What follows belongs to an exercise in optimizing a design on an open flow for small area, a short achievable clock period and few clock cycles; a production flow would make more cautious choices.
Only simulation tests tie the RTL to the original design; equivalence was not proved.

## flow/design.v (module list and top-level ports; edited modules follow where they fit)
// module backprop_ctrl: 47 lines
// module loss_unit: 13 lines
// module bp_fa: 10 lines
// module bp_ha: 9 lines
// module bp_mace: 361 lines
// module bp_sqacc: 339 lines
// module bp_sq: 291 lines
// module bp_mac2cs: 691 lines
// module bp_benc: 30 lines
// module grad_accum: 10 lines
// module param_update: 11 lines
// module backprop_top: 221 lines
module backprop_top (
  input  logic                    dtb,
  input  logic                    rst_n,
  input  logic                    sample_valid,
  input  logic                    drain_start,
  input  logic [2*16-1:0] x,
  input  logic [2*16-1:0] y_hid,
  input  logic [2*16-1:0] y_out,
  input  logic [2*16-1:0] target,
  input  logic [(2 * 2 + 2 * 2)*16-1:0] w,
  input  logic [(2 + 2)*16-1:0] b,
  output logic                    param_valid,
  output logic                    busy,
  output logic                    drain_done,
  output logic [4-1:0]      param_index,
  output logic [16-1:0]        param_value,
  output logic [16-1:0]        cost
);
  // ...
==> flow/flow/run.sh <==
#!/bin/bash
# The standard layout (standard.sh, with the standard synthesis), made with
# three changes in how it is made; the constraints are the design's:
# - after the standard synthesis, fapol.py removes the inverters between full
#   adders (a full adder with all inputs complemented gives both outputs
#   complemented), which leaves the function unchanged and keeps every register;
# - the port buffers that buffer_ports adds are buf_2 cells, not its default
#   choice (a slow delay buffer);
# - repair_timing aims for SETUP_SLACK_MARGIN ns of setup slack beyond the
#   constraint, so that it sizes and buffers the paths that set the period.
# Each step's whole output goes to a log of its own here; ORFS keeps its
# per-step logs under orfs/logs.
set -euo pipefail
cd "$(dirname "$0")/.."
export BUFFER_PORTS_ARGS="-buffer_cell sky130_fd_sc_hd__buf_2"
export SETUP_SLACK_MARGIN=16.3
R=orfs/results/${FLOW_PLATFORM:-sky130hd}/backprop_top/base
bash standard.sh synth > synth.log 2>&1
cp $R/1_2_yosys.v synth_netlist.v
if python3 flow/fapol.py synth_netlist.v fapol_netlist.v > fapol.log 2>&1; then
  cp fapol_netlist.v $R/1_2_yosys.v
  rm -f $R/1_synth.odb $R/1_synth.sdc
fi
bash standard.sh finish > standard.log 2>&1
==> flow/flow/fapol.py <==
#!/usr/bin/env python3
"""Removes inverters between full adders in a mapped sky130 netlist.

A full adder is self-dual: with all three inputs complemented it gives both
outputs complemented. Each fa cell gets a polarity flag; a flagged cell is fed
the complements of its inputs and drives the complements of its outputs. The
flags are chosen, by local search, to need as few inverters as possible, then
the inverters are rebuilt: one per signal that some load needs complemented.
The function of the netlist is unchanged. Usage: fapol.py IN.v OUT.v
"""
import re, sys
from collections import defaultdict

src = open(sys.argv[1]).read()
cell_re = re.compile(r'^(\s*)(sky130_fd_sc_hd__\w+)\s+(\S+)\s*\((.*?)\);\n', re.S | re.M)
pin_re = re.compile(r'\.(\w+)\(([^()]*)\)')
OUTS = {'X', 'Y', 'Q', 'Q_N', 'SUM', 'COUT', 'HI', 'LO'}

cells = []  # dict(type, name, pins: {pin: net}, span)
for m in cell_re.finditer(src):
    pins = {p: n.strip() for p, n in pin_re.findall(m.group(4))}
    cells.append(dict(type=m.group(2)[len('sky130_fd_sc_hd__'):], name=m.group(3), pins=pins,
                      span=m.span(), indent=m.group(1)))

def is_inv(c):
    return re.match(r'(clk)?inv_\d+$', c['type']) is not None
def is_fa(c):
    return re.match(r'fa_\d+$', c['type']) is not None

driver = {}
loads = defaultdict(list)  # net -> [(cell index, pin)]
for i, c in enumerate(cells):
    for p, n in c['pins'].items():
        if p in OUTS:
            driver[n] = (i, p)
        else:
            loads[n].append((i, p))

# Ports and nets used outside cells (assign statements, module ports) are kept as they are.
ext_lines = [l for l in cell_re.sub('', src).split('\n')
             if l.strip().startswith(('assign', 'input', 'output'))]
ext_refs = set(re.findall(r'(\\\S+|[A-Za-z_][\w$]*(?:\[\d+\])?)', '\n'.join(ext_lines)))

# The inverters we may remove: input driven by an fa output, or output feeding an fa input,
# and output not referenced outside cells.
def inv_ok(i):
    c = cells[i]
    a, y = c['pins']['A'], c['pins']['Y']
    if y in ext_refs or y.split('[')[0] in ext_refs:
        return False
    d = driver.get(a)
    from_fa = d is not None and is_fa(cells[d[0]])
    to_fa = any(is_fa(cells[j]) for j, _ in loads[y])
    return from_fa or to_fa

rm_inv = {i for i, c in enumerate(cells) if is_inv(c) and inv_ok(i)}

# Loads to account: every load of a removed inverter's output, and every load of an fa
# output net. Each is (cell, pin, source net, parity).
acc = []
for i in rm_inv:
    a, y = cells[i]['pins']['A'], cells[i]['pins']['Y']
    for j, p in loads[y]:
        acc.append((j, p, a, 1))
fa_out_nets = set()
for i, c in enumerate(cells):
    if is_fa(c):
        for p in ('SUM', 'COUT'):
            fa_out_nets.add(c['pins'][p])
for n in fa_out_nets:
    for j, p in loads[n]:
        if j in rm_inv:
            continue
        acc.append((j, p, n, 0))
# every other fa input pin too, since a flipped fa needs all its inputs complemented
covered = {(j, p) for (j, p, s, q) in acc}
for i, c in enumerate(cells):
    if is_fa(c):
        for p in ('A', 'B', 'CIN'):
            if (i, p) not in covered:
                acc.append((i, p, c['pins'][p], 0))
# a removed inverter whose input is itself a removed inverter's output: keep it simple, refuse
for (j, p, s, q) in acc:
    assert j not in rm_inv, "inverter chain"

fa_idx = [i for i, c in enumerate(cells) if is_fa(c)]
flip = {i: 0 for i in fa_idx}
def src_flip(s):
    d = driver.get(s)
    if d is not None and is_fa(cells[d[0]]):
        return flip[d[0]]
    return 0

# need[(s, inv)] counts loads needing source s in polarity inv
by_cell = defaultdict(list)
by_src_fa = defaultdict(list)
for k, (j, p, s, q) in enumerate(acc):
    if is_fa(cells[j]):
        by_cell[j].append(k)
    d = driver.get(s)
    if d is not None and is_fa(cells[d[0]]):
        by_src_fa[d[0]].append(k)

def want_inv(k):
    j, p, s, q = acc[k]
    f = flip[j] if is_fa(cells[j]) else 0
    return q ^ f ^ src_flip(s)

SWAP = {'xor2_1': 'xnor2_1', 'xnor2_1': 'xor2_1', 'xor2_2': 'xnor2_2', 'xnor2_2': 'xor2_2',
        'xor2_4': 'xnor2_4', 'xnor2_4': 'xor2_4'}
tot = defaultdict(int)
for (j, p, s_, q) in acc:
    tot[s_] += 1
def swappable(s_):
    d = driver.get(s_)
    if d is None or cells[d[0]]['type'] not in SWAP:
        return False
    if s_ in ext_refs:
        return False
    # every physical load of s_ (or of a removed inverter of s_) must be in acc
    n_phys = len(loads[s_]) - sum(1 for j, _ in loads[s_] if j in rm_inv)
    n_phys += sum(len(loads[cells[j]['pins']['Y']]) for j, _ in loads[s_] if j in rm_inv)
    return n_phys == tot[s_]
swp = {s_: swappable(s_) for s_ in tot}
def scost(s_, v):
    if v == 0:
        return 0
    if swp[s_] and v == tot[s_]:
        return 0
    return 1
need = defaultdict(int)
for k in range(len(acc)):
    if want_inv(k):
        need[acc[k][2]] += 1
cost = sum(scost(s_, v) for s_, v in need.items())
pass

def delta_flip(i):
    ks = set(by_cell[i]) | set(by_src_fa[i])
    before = {}
    for k in ks:
        s = acc[k][2]
        before.setdefault(s, need[s])
    cur = {s: need[s] for s in before}
    for k in ks:
        if want_inv(k):
            cur[acc[k][2]] -= 1
    flip[i] ^= 1
    for k in ks:
        if want_inv(k):
            cur[acc[k][2]] += 1
    flip[i] ^= 1
    d = sum(scost(s, cur[s]) - scost(s, before[s]) for s in before)
    return d, cur

improved = True
rounds = 0
while improved and rounds < 50:
    improved = False
    rounds += 1
    for i in fa_idx:
        d, cur = delta_flip(i)
        if d < 0:
            flip[i] ^= 1
            for s, v in cur.items():
                need[s] = v
            cost += d
            improved = True
pass

# Rebuild
def vn(n):
    return n + " " if n.startswith("\\") else n
newnet = {}
new_cells = []
cnt = 0
def inv_of(s):
    global cnt
    if s not in newnet:
        cnt += 1
        n = "_fapol_n%d_" % cnt
        newnet[s] = n
        new_cells.append("  sky130_fd_sc_hd__inv_1 _fapol_i%d_ (\n    .A(%s),\n    .Y(%s)\n  );\n" % (cnt, vn(s), n))
    return newnet[s]

conn = defaultdict(dict)  # cell -> pin -> net
swapped = set()
for s_, v in need.items():
    if v and swp[s_] and v == tot[s_]:
        swapped.add(driver[s_][0])
for k, (j, p, s, q) in enumerate(acc):
    d = driver.get(s)
    if d is not None and d[0] in swapped:
        conn[j][p] = s
    else:
        conn[j][p] = inv_of(s) if want_inv(k) else s

out = []
pos = 0
for i, c in enumerate(cells):
    a, b = c['span']
    out.append(src[pos:a])
    pos = b
    if i in rm_inv:
        continue
    text = src[a:b]
    if i in swapped:
        text = text.replace('sky130_fd_sc_hd__' + c['type'], 'sky130_fd_sc_hd__' + SWAP[c['type']], 1)
        if c['type'].startswith('xor'):
            text = text.replace('.X(', '.Y(')
        else:
            text = text.replace('.Y(', '.X(')
    if i in conn:
        def rep(m):
            p = m.group(1)
            if p in conn[i]:
                return ".%s(%s)" % (p, vn(conn[i][p]))
            return m.group(0)
        text = pin_re.sub(rep, text)
    out.append(text)
tail = src[pos:]
# declare new wires after the module header
decl = "".join("  wire %s;\n" % n for n in newnet.values())
res = "".join(out)
res = res + tail
idx = res.index(");\n", res.index("module ")) + 3
res = res[:idx] + decl + res[idx:]
idx = res.rindex("endmodule")
res = res[:idx] + "".join(new_cells) + res[idx:]
open(sys.argv[2], 'w').write(res)
print("inverters after: %d, drivers complemented: %d" % (cnt, len(swapped)), file=sys.stderr)
==> flow/standard.sh <==
#!/bin/bash
# synth_recipe.tcl (not shown) runs the flow's synth.tcl, then flattens the netlist and writes it again
# the make line also repeats each setting of config.mk as NAME=value (left out here)
make -C /OpenROAD-flow-scripts/flow DESIGN_CONFIG=/design/flow/config.mk WORK_HOME=/design/flow/orfs CLKGATE_MAP_FILE= SYNTH_SCRIPT=/design/flow/synth_recipe.tcl "${@:-finish}"
==> flow/config.mk <==
export PLATFORM = sky130hd
export DESIGN_NAME = backprop_top
export DESIGN_NICKNAME = backprop_top
export VERILOG_FILES = /design/flow/design.v
export SDC_FILE = /design/flow/constraint.sdc
export NUM_CORES = 4
export LEC_CHECK = 0
export ABC_AREA = 1
export CAP_MARGIN = 40
export CORE_MARGIN = 2
export CORE_UTILIZATION = 55
export PLACE_DENSITY = 0.7
export SLEW_MARGIN = 60
==> flow/constraint.sdc <==
create_clock -name core_clock -period 22.0 [get_ports {dtb}]
set_input_delay 4.4000 -clock core_clock [delete_from_list [all_inputs] [get_ports {dtb}]]
set_output_delay 4.4000 -clock core_clock [all_outputs]
set_load 0.01 [all_outputs]
==> metrics.md, run 1 <==
| Metric | Value |
|---|---|
| Req. time, crit path | 17.60 ns |
| Yosys warnings | 48 |
| Grt met3 use | 11.1% |
| DRC Markers | 0 |
| Final Cell Area | 102000 µm² |
| Fin. Hold Viols | 0 |
| Clk buf depth | 3 |
| Largest registers | we1 x96, acc_w1 x64, acc_w2 x64 |
| Max_cap viols | 0 |
| Largest net degree at the start of global routing | 75 |
| DP Worst Slack | 15.67 ns |
| Multi-input gate share of the layout cell area | 71.5% |
| ANT nets after route | 0 |
| Number of signal-net buffers in the layout | 550 |
| Routability congestion estimate | 1.04 |
| Vias in the first global route | 87014 |
| Post-CTS Hold Fix Bufs | 0 |
| Status | complete, no violations |
| Die height | 420 µm |
| Routed WL | 359 mm |
| RR Endpoint | acc_w2[2][15] |
| CP max stage cell | dfrtp_2 |
| Most common cell after layout, fill and taps aside | nand2_1 |
| Syn Std Cell Area | 95300 µm² |
| DRT Pass-1 Iters | 9 |
| Grt met2 use | 61.5% |
| Met2 WL | 155 mm |
| RSZ-0062 raised after global routing | yes |
| Total track usage | 40.6% |
| Most frequent cells in the layout | 1353 x nand2_1, 1299 x o22ai_1, 1265 x fa_1 |
Testbench counts, summed over its fixed seeds: cycles 7,460.
==> inputs of run 2 (changes only) <==
--- a/flow/config.mk
+++ b/flow/config.mk
@@ -6,8 +6,8 @@
 export NUM_CORES = 4
 export LEC_CHECK = 0
 export ABC_AREA = 1
-export CAP_MARGIN = 40
+export CAP_MARGIN = 20
 export CORE_MARGIN = 2
 export CORE_UTILIZATION = 55
 export PLACE_DENSITY = 0.7
-export SLEW_MARGIN = 60
+export SLEW_MARGIN = 20
==> run 2 against run 1 <==
Net effect: still clean; global-route usage fell by 0.53 points; critical path depth did not move; clock skew rose by 0.016 ns; design area fell by 0.19%; utilization fell by 0.11 points; die area did not move; via count fell by 0.97%; hold slack improved by 0.0088 ns; maximum frequency rose by 0.62%; critical endpoint is now param_index[3]; largest cell class unchanged.
==> metrics.md, run 2 <==
| Metric | Value |
|---|---|
| GRT Max-Usage Layer | met2 |
| Number of flip-flops under the largest register name | 96 |
| Status | complete, no violations |
| Req. time, crit path | 17.60 ns (about the same) |
| Crit path cell chain | buf_6 |
| CTS tree | done |
| Largest registers | we1 x96, acc_w1 x64, acc_w2 x64 |
| Ports | 363 |
| Initial DRC count | 9530 |
| Top cell family by delay on the critical path | flip-flops |
| Root Driver | clkbuf_16 |
| Syn Std Cell Area | 95300 µm² (unchanged) |
| Clk buf depth | 3 (unchanged) |
| H-tree levels | 3 |
| Final nets | 13275 |
| Startpoint class of the critical path | flop |
| Clock transition at path regs | 0.06 ns |
| Clk Latency, worst-skew pair | 0.76 ns |
| Clk sinks | 712 |
| Area grow syn2layout | 7.30% |
| Post-CTS Hold Fix Bufs | 0 (unchanged) |
| Most frequent cells in the layout | 1355 x nand2_1, 1299 x o22ai_1, 1265 x fa_1 |
| Number of buffers created by CTS | 87 |
| Starting Density | 55.4% |
| Placed Instances | 13217 |
| Avg Cell Area, Syn | 8.61 µm² |
| CP peak stage delay | 0.42 ns |
| CP arrival | 1.29 ns |
| Worst Hold Class | reg2reg |
| Grt met3 use | 11.3% (+0.18 points) |
| Routed WL | 356 mm (-1.0%) |
| Critical Path End Type | output port |
| DRC Markers | 0 (unchanged) |
| Largest net degree at the start of global routing | 75 (unchanged) |
| Max_slew headroom | 17.7% |
| DP HPWL | 273 mm |
| Period Utilization, post-route | 25.9% |
| # setup viols final | 0 |
| Cell Count, Final, Fillers Out | 13430 |
| Post-Syn Instances | 11073 |
| Crit Path Max Fanout | 2 |
| Dpl cell area | 98700 µm² |
| CP bufs+invs | 1 |
| Max_cap viols | 0 (unchanged) |
| Antenna violations before repair | 31 |
| RSZ-0062 raised after global routing | yes |
| Final Cell Area | 102000 µm² (-0.19%) |
| Max Slew Vio Count | 0 |
| ANT nets after route | 0 (unchanged) |
| Yosys warnings | 48 (unchanged) |
| Die Span X | 420 µm |
| Routed vias | 84406 |
| Met1 Use GR | 49.3% |
| Most common cell after layout, fill and taps aside | nand2_1 |
| Post-route minimum period | 5.69 ns |
| Clock Skews | 0.0511 ns |
| Routability congestion estimate | 1.01 (-3.2%) |
| Core box area | 172000 µm² |
| Fmax | 176 MHz |
| DRT Pass-1 Iters | 9 (unchanged) |
| Total track usage | 40.0% (-0.53 points) |
| Syn_nets | 13315 |
| Fin. Hold Viols | 0 (unchanged) |
| Setup Crit Path Kind | reg2out |
| Grt met2 use | 61.0% (-0.45 points) |
| Vias in the first global route | 85531 (-1.7%) |
| Global route total overflow | 0 |
| Setup TNS | 0 ns |
| Die height | 420 µm (unchanged) |
| First-pass GRT wire length | 534 mm |
| Site row count | 152 |
| Most flops, register | we1 |
| Die ar. | 177000 µm² |
| Worst slew pin tran | 1.20 ns |
| Port Buffer Count | 362 |
| Vias per cell | 6.28 |
| CP max stage cell | dfrtp_2 |
| WL per Instance | 26.5 µm |
| Layout cells sized above 1 | 8.58% |
-- run 2: worst paths after layout --
| check | end | cells past startpoint | startpoint | slack (ns) |
|---|---|---|---|---|
| min in group asynchronous | u_ctrl.param_valid | 1 | rst_n | 3.79 |
| worst min register to register | x3e[1][17] | 0 | x2e[1][17] | 0.32 |
| worst max-delay path | param_index[3] | 1 | u_ctrl.cnt[3] | 16.31 |
| worst max register to register | acc_w2[0][14] | 14 | h1e[0][12] | 16.40 |
| max in group asynchronous | eo1[1][15] | 1 | rst_n | 17.46 |
| worst min-delay path | x3e[1][17] | 0 | x2e[1][17] | 0.32 |
-- run 2: layout make-up --
class | count | area [µm²]
timing repair buffer | 569 | 3470
clock buffer | 113 | 2480
sequential | 712 | 14600
antenna | 14 | 35.0
inverter | 1322 | 5050
timing repair inverter | 4 | 25.0
multi-input combinational | 8337 | 73100
fill | 15519 | 69600
clock inverter | 49 | 578
tap | 2310 | 2890
-- run 2: metrics by stage --
stage	util [%]	hold slack (ns)	worst slack, ns
global placement	57.4	0.310	15.69
CTS	59.2	0.315	16.27
detailed placement	57.4	0.312	15.69
floorplan	-	0.310	16.09
global route	59.5	0.329	16.17
finish	59.5	0.324	16.31
-- run 2: repair_timing --
action / CTS / global route
buffers inserted: 5 / 26
pin swaps: 0 / 1
setup endpoints to repair: 13 / 38
gates cloned: 1 / 3
resized for setup: 23 / 38
-- run 2: per-layer routing --
metal  up-vias  wire length [µm]
li1      36480                 -
met3      1527             41400
met5         -               183
met2      5525            154000
met4        26             30500
met1     40848            130000

afterwards: timing with drivers on the ports:
No port has a modelled driver above. Below, the same layouts with a new extraction and two added sets of constraints.
Step 1 sets driving cells, clkbuf_16 on the clock port and buf_2 on the other inputs (assumed; they add their load-dependent delay and slew).
Step 2 adds t to the input delays and takes it off the output delays; t is the mean of the earliest and latest rising clock arrival at the registers after step 1. Input paths then give back, and output paths get back, about the clock's delay inside the block.
Three values: no drivers, after step 1, after step 2; two values: the first two.
run	t (ns)	slack for setup (ns)	worst setup path after step 2	clock arrival spread, ns	cell pins on the clock port's net
run 1	0.839	16.277 / 16.183 / 15.669	input to register	0.034 / 0.035	1
run 2	0.808	16.312 / 16.223 / 15.705	input to register	0.078 / 0.078	1
After both steps setup and hold are still met in every run listed. The setup slack of run 1, which loses most, moves by -0.094 ns with the drivers and by -0.608 ns with both steps.
